This design comes from an exercise in tuning for small area, a short achievable clock period and few clock cycles per item on the open sky130 flow, not from production work. At most, simulation tests tie the RTL to the original design; equivalence was not proved. Power and IR drop assume default switching activity.

==> run K: inputs <==
## rgb_to_hue_saturation_top
module rgb_to_hue_saturation_top (
    input  logic       i_clk,
    input  logic       i_rst_n,
    input  logic       i_valid,
    output logic       o_ready,
    input  logic [7:0] i_red,
    input  logic [7:0] i_green,
    input  logic [7:0] i_blue,
    output logic       o_valid,
    input  logic       i_ready,
    output logic [7:0] o_hue,
    output logic [7:0] o_saturation
);
    logic w_en;
    logic [9:0] r_vld;
    logic [0:0] w_c_rg_0;
    logic [0:0] w_c_rb_0;
    logic [0:0] w_c_gb_0;
    logic [7:0] r1_B;
    logic [7:0] r1_G;
    logic [7:0] r1_R;
    logic [0:0] r1_c_gb;
    logic [0:0] r1_c_rb;
    logic [0:0] r1_c_rg;
    logic [0:0] w_rmx_0;
    logic [0:0] w_gmx_0;
    logic [2:0] w_j_0;
    logic [7:0] w_vmx_0;
    logic [7:0] w_vmn_0;
    logic [7:0] w_vmd_0;
    logic [0:0] w_odd_0;
    logic [7:0] w_ra_0;
    logic [7:0] w_rb_0;
    logic [7:0] w_d_0;
    logic [7:0] w_rp_0;
    logic [0:0] w_nzd_0;
    logic [0:0] w_nzr_0;
    logic [7:0] w_mx_0;
    logic [7:0] r2_d;
    logic [2:0] r2_j;
    logic [7:0] r2_mx;
    logic [0:0] r2_nzd;
    logic [0:0] r2_nzr;
    logic [7:0] r2_rp;
    logic [2:0] w_cs_0;
    logic [2:0] w_ch_0;
    logic [0:0] w_hl1_0;
    logic [0:0] w_hl2_0;
    logic [0:0] w_hl3_0;
  ...
make LEC_CHECK=0 ABC_CLOCK_PERIOD_IN_PS=3000 CAP_MARGIN=20 CORE_MARGIN=2 CORE_UTILIZATION=40 CTS_BUF_LIST='sky130_fd_sc_hd__clkbuf_4 sky130_fd_sc_hd__clkbuf_8' SETUP_SLACK_MARGIN=2.5 SLEW_MARGIN=20 finish   # period 5.5 ns
run.sh (not shown) runs the stock make flow with config.mk's settings and CLKGATE_MAP_FILE= SYNTH_SCRIPT=/design/flow/synth_recipe.tcl, a recipe that flattens the netlist after the stock synthesis.
==> run M: changes against run K <==
--- a/flow/design.v
+++ b/flow/design.v
@@ -80,16 +80,16 @@
     logic [9:0] w_sdf_1;
     logic [0:0] w_hq6_0;
     logic [0:0] w_sq6_0;
     logic [7:0] w_hr6_0;
     logic [7:0] w_sr6_0;
     logic [8:0] w_hh9_2;
     logic [7:0] w_sr_1;
-    logic [3:0] w_hv6_0;
     logic [0:0] w_hb6_0;
+    logic [1:0] w_ha6_0;
     logic [2:0] w_hm_1;
     logic [7:0] r4_d;
     logic [8:0] r4_hh9;
     logic [0:0] r4_hl1;
     logic [0:0] r4_hl2;
     logic [0:0] r4_hl3;
     logic [0:0] r4_hl4;
@@ -104,16 +104,16 @@
     logic [9:0] w_sdf_2;
     logic [0:0] w_hq5_0;
     logic [0:0] w_sq5_0;
     logic [7:0] w_hr5_0;
     logic [7:0] w_sr5_0;
     logic [8:0] w_hh9_3;
     logic [7:0] w_sr_2;
-    logic [3:0] w_hv5_0;
     logic [0:0] w_hb5_0;
+    logic [1:0] w_ha5_0;
     logic [2:0] w_hm_2;
     logic [7:0] r5_d;
     logic [0:0] r5_hb5;
     logic [8:0] r5_hh9;
     logic [0:0] r5_hl1;
     logic [0:0] r5_hl2;
     logic [0:0] r5_hl3;
@@ -129,16 +129,16 @@
     logic [9:0] w_sdf_3;
     logic [0:0] w_hq4_0;
     logic [0:0] w_sq4_0;
     logic [7:0] w_hr4_0;
     logic [7:0] w_sr4_0;
     logic [8:0] w_hh9_4;
     logic [7:0] w_sr_3;
-    logic [3:0] w_hv4_0;
     logic [0:0] w_hb4_0;
+    logic [1:0] w_ha4_0;
     logic [2:0] w_hm_3;
     logic [7:0] r6_d;
     logic [0:0] r6_hb4;
     logic [0:0] r6_hb5;
     logic [8:0] r6_hh9;
     logic [0:0] r6_hl1;
     logic [0:0] r6_hl2;
@@ -155,16 +155,16 @@
     logic [9:0] w_sdf_4;
     logic [0:0] w_hq3_0;
     logic [0:0] w_sq3_0;
     logic [7:0] w_hr3_0;
     logic [7:0] w_sr3_0;
     logic [8:0] w_hh9_5;
     logic [7:0] w_sr_4;
-    logic [3:0] w_hv3_0;
     logic [0:0] w_hb3_0;
+    logic [1:0] w_ha3_0;
     logic [2:0] w_hm_4;
     logic [7:0] r7_d;
     logic [0:0] r7_hb3;
     logic [0:0] r7_hb4;
     logic [0:0] r7_hb5;
     logic [8:0] r7_hh9;
     logic [0:0] r7_hl1;
@@ -182,16 +182,16 @@
     logic [9:0] w_sdf_5;
     logic [0:0] w_hq2_0;
     logic [0:0] w_sq2_0;
     logic [7:0] w_hr2_0;
     logic [7:0] w_sr2_0;
     logic [8:0] w_hh9_6;
     logic [7:0] w_sr_5;
-    logic [3:0] w_hv2_0;
     logic [0:0] w_hb2_0;
+    logic [1:0] w_ha2_0;
     logic [2:0] w_hm_5;
     logic [7:0] r8_d;
     logic [0:0] r8_hb2;
     logic [0:0] r8_hb3;
     logic [0:0] r8_hb4;
     logic [0:0] r8_hb5;
     logic [8:0] r8_hh9;
@@ -210,26 +210,24 @@
     logic [9:0] w_sdf_6;
     logic [0:0] w_hq1_0;
     logic [0:0] w_sq1_0;
     logic [7:0] w_hr1_0;
     logic [7:0] w_sr1_0;
     logic [8:0] w_hh9_7;
     logic [7:0] w_sr_6;
-    logic [3:0] w_hv1_0;
     logic [0:0] w_hb1_0;
+    logic [1:0] w_ha1_0;
     logic [2:0] w_hm_6;
+    logic [7:0] w_hB_0;
+    logic [1:0] w_hmc_0;
     logic [7:0] r9_d;
-    logic [0:0] r9_hb1;
-    logic [0:0] r9_hb2;
-    logic [0:0] r9_hb3;
-    logic [0:0] r9_hb4;
-    logic [0:0] r9_hb5;
+    logic [7:0] r9_hB;
     logic [8:0] r9_hh9;
     logic [2:0] r9_hm;
-    logic [2:0] r9_j;
+    logic [1:0] r9_hmc;
     logic [7:0] r9_mx;
     logic [0:0] r9_sq1;
     logic [0:0] r9_sq2;
     logic [0:0] r9_sq3;
     logic [0:0] r9_sq4;
     logic [0:0] r9_sq5;
     logic [0:0] r9_sq6;
@@ -241,17 +239,16 @@
     logic [0:0] w_hq0_0;
     logic [0:0] w_sq0_0;
     logic [0:0] w_z_0;
     logic [0:0] w_hb0_0;
     logic [2:0] w_hm0_0;
     logic [2:0] w_hm1_0;
     logic [0:0] w_hc0_0;
-    logic [0:0] w_hc1_0;
-    logic [7:0] w_hA_0;
     logic [7:0] w_hu0_0;
+    logic [0:0] w_hc1_0;
     logic [7:0] w_hu1_0;
     logic [7:0] w_hue_0;
     logic [7:0] w_sat_0;
     logic [7:0] r10_hue;
     logic [7:0] r10_sat;
     assign w_en    = !r_vld[9] || i_ready;
     assign o_ready = w_en;
@@ -296,91 +293,92 @@
     assign w_sdf_1 = {1'b0, w_sh9_1} - {2'b0, r3_mx};
     assign w_hq6_0 = !w_hdf_1[9];
     assign w_sq6_0 = !w_sdf_1[9];
     assign w_hr6_0 = w_hdf_1[9] ? r3_hh9[7:0] : w_hdf_1[7:0];
     assign w_sr6_0 = w_sdf_1[9] ? w_sh9_1[7:0] : w_sdf_1[7:0];
     assign w_hh9_2 = {w_hr6_0, r3_hl5};
     assign w_sr_1 = w_sr6_0;
-    assign w_hv6_0 = {r3_hm, w_hq6_0};
-    assign w_hb6_0 = w_hv6_0 >= 4'd6;
-    assign w_hm_1 = 3'(w_hb6_0 ? w_hv6_0 - 4'd6 : w_hv6_0);
+    assign w_hb6_0 = r3_hm >= 3'd3;
+    assign w_ha6_0 = 2'(w_hb6_0 ? r3_hm - 3'd3 : r3_hm);
+    assign w_hm_1 = {w_ha6_0, w_hq6_0};
     assign w_sh9_2 = {r4_sr, (r4_d[4] ^ (|r4_d[3:0]))};
     assign w_hdf_2 = {1'b0, r4_hh9} - {2'b0, r4_d};
     assign w_sdf_2 = {1'b0, w_sh9_2} - {2'b0, r4_mx};
     assign w_hq5_0 = !w_hdf_2[9];
     assign w_sq5_0 = !w_sdf_2[9];
     assign w_hr5_0 = w_hdf_2[9] ? r4_hh9[7:0] : w_hdf_2[7:0];
     assign w_sr5_0 = w_sdf_2[9] ? w_sh9_2[7:0] : w_sdf_2[7:0];
     assign w_hh9_3 = {w_hr5_0, r4_hl4};
     assign w_sr_2 = w_sr5_0;
-    assign w_hv5_0 = {r4_hm, w_hq5_0};
-    assign w_hb5_0 = w_hv5_0 >= 4'd6;
-    assign w_hm_2 = 3'(w_hb5_0 ? w_hv5_0 - 4'd6 : w_hv5_0);
+    assign w_hb5_0 = r4_hm >= 3'd3;
+    assign w_ha5_0 = 2'(w_hb5_0 ? r4_hm - 3'd3 : r4_hm);
+    assign w_hm_2 = {w_ha5_0, w_hq5_0};
     assign w_sh9_3 = {r5_sr, (r5_d[3] ^ (|r5_d[2:0]))};
     assign w_hdf_3 = {1'b0, r5_hh9} - {2'b0, r5_d};
     assign w_sdf_3 = {1'b0, w_sh9_3} - {2'b0, r5_mx};
     assign w_hq4_0 = !w_hdf_3[9];
     assign w_sq4_0 = !w_sdf_3[9];
     assign w_hr4_0 = w_hdf_3[9] ? r5_hh9[7:0] : w_hdf_3[7:0];
     assign w_sr4_0 = w_sdf_3[9] ? w_sh9_3[7:0] : w_sdf_3[7:0];
     assign w_hh9_4 = {w_hr4_0, r5_hl3};
     assign w_sr_3 = w_sr4_0;
-    assign w_hv4_0 = {r5_hm, w_hq4_0};
-    assign w_hb4_0 = w_hv4_0 >= 4'd6;
-    assign w_hm_3 = 3'(w_hb4_0 ? w_hv4_0 - 4'd6 : w_hv4_0);
+    assign w_hb4_0 = r5_hm >= 3'd3;
+    assign w_ha4_0 = 2'(w_hb4_0 ? r5_hm - 3'd3 : r5_hm);
+    assign w_hm_3 = {w_ha4_0, w_hq4_0};
     assign w_sh9_4 = {r6_sr, (r6_d[2] ^ (|r6_d[1:0]))};
     assign w_hdf_4 = {1'b0, r6_hh9} - {2'b0, r6_d};
     assign w_sdf_4 = {1'b0, w_sh9_4} - {2'b0, r6_mx};
     assign w_hq3_0 = !w_hdf_4[9];
     assign w_sq3_0 = !w_sdf_4[9];
     assign w_hr3_0 = w_hdf_4[9] ? r6_hh9[7:0] : w_hdf_4[7:0];
     assign w_sr3_0 = w_sdf_4[9] ? w_sh9_4[7:0] : w_sdf_4[7:0];
     assign w_hh9_5 = {w_hr3_0, r6_hl2};
     assign w_sr_4 = w_sr3_0;
-    assign w_hv3_0 = {r6_hm, w_hq3_0};
-    assign w_hb3_0 = w_hv3_0 >= 4'd6;
-    assign w_hm_4 = 3'(w_hb3_0 ? w_hv3_0 - 4'd6 : w_hv3_0);
+    assign w_hb3_0 = r6_hm >= 3'd3;
+    assign w_ha3_0 = 2'(w_hb3_0 ? r6_hm - 3'd3 : r6_hm);
+    assign w_hm_4 = {w_ha3_0, w_hq3_0};
     assign w_sh9_5 = {r7_sr, (r7_d[1] ^ (|r7_d[0:0]))};
     assign w_hdf_5 = {1'b0, r7_hh9} - {2'b0, r7_d};
     assign w_sdf_5 = {1'b0, w_sh9_5} - {2'b0, r7_mx};
     assign w_hq2_0 = !w_hdf_5[9];
     assign w_sq2_0 = !w_sdf_5[9];
     assign w_hr2_0 = w_hdf_5[9] ? r7_hh9[7:0] : w_hdf_5[7:0];
     assign w_sr2_0 = w_sdf_5[9] ? w_sh9_5[7:0] : w_sdf_5[7:0];
     assign w_hh9_6 = {w_hr2_0, r7_hl1};
     assign w_sr_5 = w_sr2_0;
-    assign w_hv2_0 = {r7_hm, w_hq2_0};
-    assign w_hb2_0 = w_hv2_0 >= 4'd6;
-    assign w_hm_5 = 3'(w_hb2_0 ? w_hv2_0 - 4'd6 : w_hv2_0);
+    assign w_hb2_0 = r7_hm >= 3'd3;
+    assign w_ha2_0 = 2'(w_hb2_0 ? r7_hm - 3'd3 : r7_hm);
+    assign w_hm_5 = {w_ha2_0, w_hq2_0};
     assign w_sh9_6 = {r8_sr, r8_d[0]};
     assign w_hdf_6 = {1'b0, r8_hh9} - {2'b0, r8_d};
     assign w_sdf_6 = {1'b0, w_sh9_6} - {2'b0, r8_mx};
     assign w_hq1_0 = !w_hdf_6[9];
     assign w_sq1_0 = !w_sdf_6[9];
     assign w_hr1_0 = w_hdf_6[9] ? r8_hh9[7:0] : w_hdf_6[7:0];
     assign w_sr1_0 = w_sdf_6[9] ? w_sh9_6[7:0] : w_sdf_6[7:0];
     assign w_hh9_7 = {w_hr1_0, 1'b0};
     assign w_sr_6 = w_sr1_0;
-    assign w_hv1_0 = {r8_hm, w_hq1_0};
-    assign w_hb1_0 = w_hv1_0 >= 4'd6;
-    assign w_hm_6 = 3'(w_hb1_0 ? w_hv1_0 - 4'd6 : w_hv1_0);
+    assign w_hb1_0 = r8_hm >= 3'd3;
+    assign w_ha1_0 = 2'(w_hb1_0 ? r8_hm - 3'd3 : r8_hm);
+    assign w_hm_6 = {w_ha1_0, w_hq1_0};
+    assign w_hB_0 = (r8_j == 3'd0 ? 8'd0 : r8_j == 3'd1 ? 8'd42 : r8_j == 3'd2 ? 8'd85 : r8_j == 3'd3 ? 8'd127 : r8_j == 3'd4 ? 8'd169 : 8'd212) + {2'b0, r8_hb5, r8_hb4, r8_hb3, r8_hb2, w_hb1_0, 1'b0};
+    assign w_hmc_0 = (r8_j == 3'd1 || r8_j == 3'd4) ? 2'd2 : (r8_j == 3'd2 || r8_j == 3'd5) ? 2'd1 : 2'd0;
     assign w_sh9_7 = {r9_sr, 1'b0};
     assign w_hdf_7 = {1'b0, r9_hh9} - {2'b0, r9_d};
     assign w_sdf_7 = {1'b0, w_sh9_7} - {2'b0, r9_mx};
     assign w_hq0_0 = !w_hdf_7[9];
     assign w_sq0_0 = !w_sdf_7[9];
     assign w_z_0 = r9_d == 8'd0;
     assign w_hb0_0 = r9_hm >= 3'd3;
     assign w_hm0_0 = 3'(w_hb0_0 ? {r9_hm, 1'b0} - 4'd6 : {r9_hm, 1'b0});
     assign w_hm1_0 = w_hm0_0 + 3'd1;
-    assign w_hc0_0 = (r9_j == 3'd1 || r9_j == 3'd4) ? (w_hm0_0 >= 3'd1) : (r9_j == 3'd2 || r9_j == 3'd5) ? (w_hm0_0 >= 3'd5) : (w_hm0_0 >= 3'd3);
-    assign w_hc1_0 = (r9_j == 3'd1 || r9_j == 3'd4) ? (w_hm1_0 >= 3'd1) : (r9_j == 3'd2 || r9_j == 3'd5) ? (w_hm1_0 >= 3'd5) : (w_hm1_0 >= 3'd3);
-    assign w_hA_0 = (r9_j == 3'd0 ? 8'd0 : r9_j == 3'd1 ? 8'd42 : r9_j == 3'd2 ? 8'd85 : r9_j == 3'd3 ? 8'd127 : r9_j == 3'd4 ? 8'd169 : 8'd212) + {2'b0, r9_hb5, r9_hb4, r9_hb3, r9_hb2, r9_hb1, w_hb0_0};
-    assign w_hu0_0 = w_hA_0 + 8'(w_hc0_0);
-    assign w_hu1_0 = w_hA_0 + 8'(w_hc1_0);
+    assign w_hc0_0 = r9_hmc == 2'd2 ? (w_hm0_0 >= 3'd1) : r9_hmc == 2'd1 ? (w_hm0_0 >= 3'd5) : (w_hm0_0 >= 3'd3);
+    assign w_hu0_0 = r9_hB + 8'(w_hb0_0) + 8'(w_hc0_0);
+    assign w_hc1_0 = r9_hmc == 2'd2 ? (w_hm1_0 >= 3'd1) : r9_hmc == 2'd1 ? (w_hm1_0 >= 3'd5) : (w_hm1_0 >= 3'd3);
+    assign w_hu1_0 = r9_hB + 8'(w_hb0_0) + 8'(w_hc1_0);
     assign w_hue_0 = w_z_0 ? 8'd0 : (w_hq0_0 ? w_hu1_0 : w_hu0_0);
     assign w_sat_0 = {r9_sq7, r9_sq6, r9_sq5, r9_sq4, r9_sq3, r9_sq2, r9_sq1, w_sq0_0};
     always_ff @(posedge i_clk) begin
         if (!i_rst_n) begin
             r_vld <= '0;
         end else if (w_en) begin
             r_vld <= {r_vld[8:0], i_valid};
@@ -479,22 +477,18 @@
             r8_sq3 <= r7_sq3;
             r8_sq4 <= r7_sq4;
             r8_sq5 <= r7_sq5;
             r8_sq6 <= r7_sq6;
             r8_sq7 <= r7_sq7;
             r8_sr <= w_sr_5;
             r9_d <= r8_d;
-            r9_hb1 <= w_hb1_0;
-            r9_hb2 <= r8_hb2;
-            r9_hb3 <= r8_hb3;
-            r9_hb4 <= r8_hb4;
-            r9_hb5 <= r8_hb5;
+            r9_hB <= w_hB_0;
             r9_hh9 <= w_hh9_7;
             r9_hm <= w_hm_6;
-            r9_j <= r8_j;
+            r9_hmc <= w_hmc_0;
             r9_mx <= r8_mx;
             r9_sq1 <= w_sq1_0;
             r9_sq2 <= r8_sq2;
             r9_sq3 <= r8_sq3;
             r9_sq4 <= r8_sq4;
             r9_sq5 <= r8_sq5;
             r9_sq6 <= r8_sq6;
- ABC_CLOCK_PERIOD_IN_PS: 3000 -> unset
- CTS_CLUSTER_DIAMETER: unset -> 80
- CTS_CLUSTER_SIZE: unset -> 20
- SETUP_SLACK_MARGIN: 2.5 -> 2.4
==> summary.txt <==
In run K the global-route usage is higher than in run M, by 1.0 points.
Against run K, the synthesized cell count of run M is larger by 3.7%.
Between run M and run K, the lower maximum frequency is in run K (gap 5.5%, measured against run K).
Clock skew: run K is higher than run M (0.0058 ns).
Of run K and run M, run M has the higher first-iteration DRC count (gap 11%, measured against run M).
Against run K, the wire length of run M is smaller by about 4%.
Against run M, the setup slack of run K is worse by 0.17 ns.
In run M the sequential cell count is higher than in run K, by 2.
Total power: run M is lower than run K (7.6%).
Between run M and run K, the lower synthesized area is in run K (gap 1.6%, measured against run K).
==> figures <==
| item | run M | run K |
|---|---|---|
| Status | timing/DRC/antenna clean | timing/DRC/antenna clean |
| Post-CTS repair timing setup buffer count | 10 | 28 |
| Cells after synthesis | 1,923 | 1,855 |
| Synthesized flop and latch total | 411 | 409 |
| Core region area | 0.0563 mm^2 | 0.0552 mm^2 |
| Worst Hold Launch | r3_j[1]$_DFFE_PP_ | r5_sq6$_DFFE_PP_ |
| Wirelength, routed | 38,100 um | 39,600 um |
| Levels on crit path | 5 | 12 |
| Complex-gate fraction of the synthesized area | 9.83% | 10.9% |
| Die H | 242 um | 240 um |
| Crit path max-delay cell type | dlygate4sd2_1 | edfxtp_1 |
| Power attributed to combinational cells | 8.99 mW | 9.30 mW |
| Num CTS Buffers | 30 | 73 |
| Pin count of the biggest net entering global routing | 184 | 182 |
| Average size of a mapped cell | 11.8 um^2 | 12.0 um^2 |
| Logic gate share of total power | 53.4% | 51.1% |
| Endpoint of the worst setup timing path | o_ready | r3_sr[0]$_DFFE_PP_ |
| Sequential element share of the synthesized area | 53.9% | 54.5% |
| Largest fanout on the critical path | 22 | 5 |
| Tap cell count | 756 | 748 |
| Sequential cell area | 0.0122 mm^2 | 0.0122 mm^2 |
| Detailed Route Iter0 Violations | 549 | 490 |
Testbench counts of run M, summed over its fixed seeds: cycles 16,080, items 16,000.
Only the layout flow was run in run K; the RTL was not checked for function there.

-- separate check: timing with driven ports --
The results above use ideal ports. As a check the final layouts listed here were re-extracted and re-timed, cells and wires unchanged.
Step 1, drivers: a clkbuf_16 drives i_clk and a buf_2 each remaining input, both assumed.
Step 2 also shifts input and output timing later by t, the mid clock arrival at the registers, as if the neighbouring blocks saw the same clock.
Slacks: ideal ports / drivers / drivers and shift; pairs: ideal ports / drivers.
run	shift t [ns]	setup slack, ns	pins driven straight from the clock port
run K	0.671	2.323 / 2.323 / 2.241	1
run M	0.703	2.488 / 2.470 / 2.367	1
After both steps every run listed still meets setup and hold. The setup slack of run M, which loses most, moves by -0.018 ns with the drivers and by -0.121 ns with both steps.
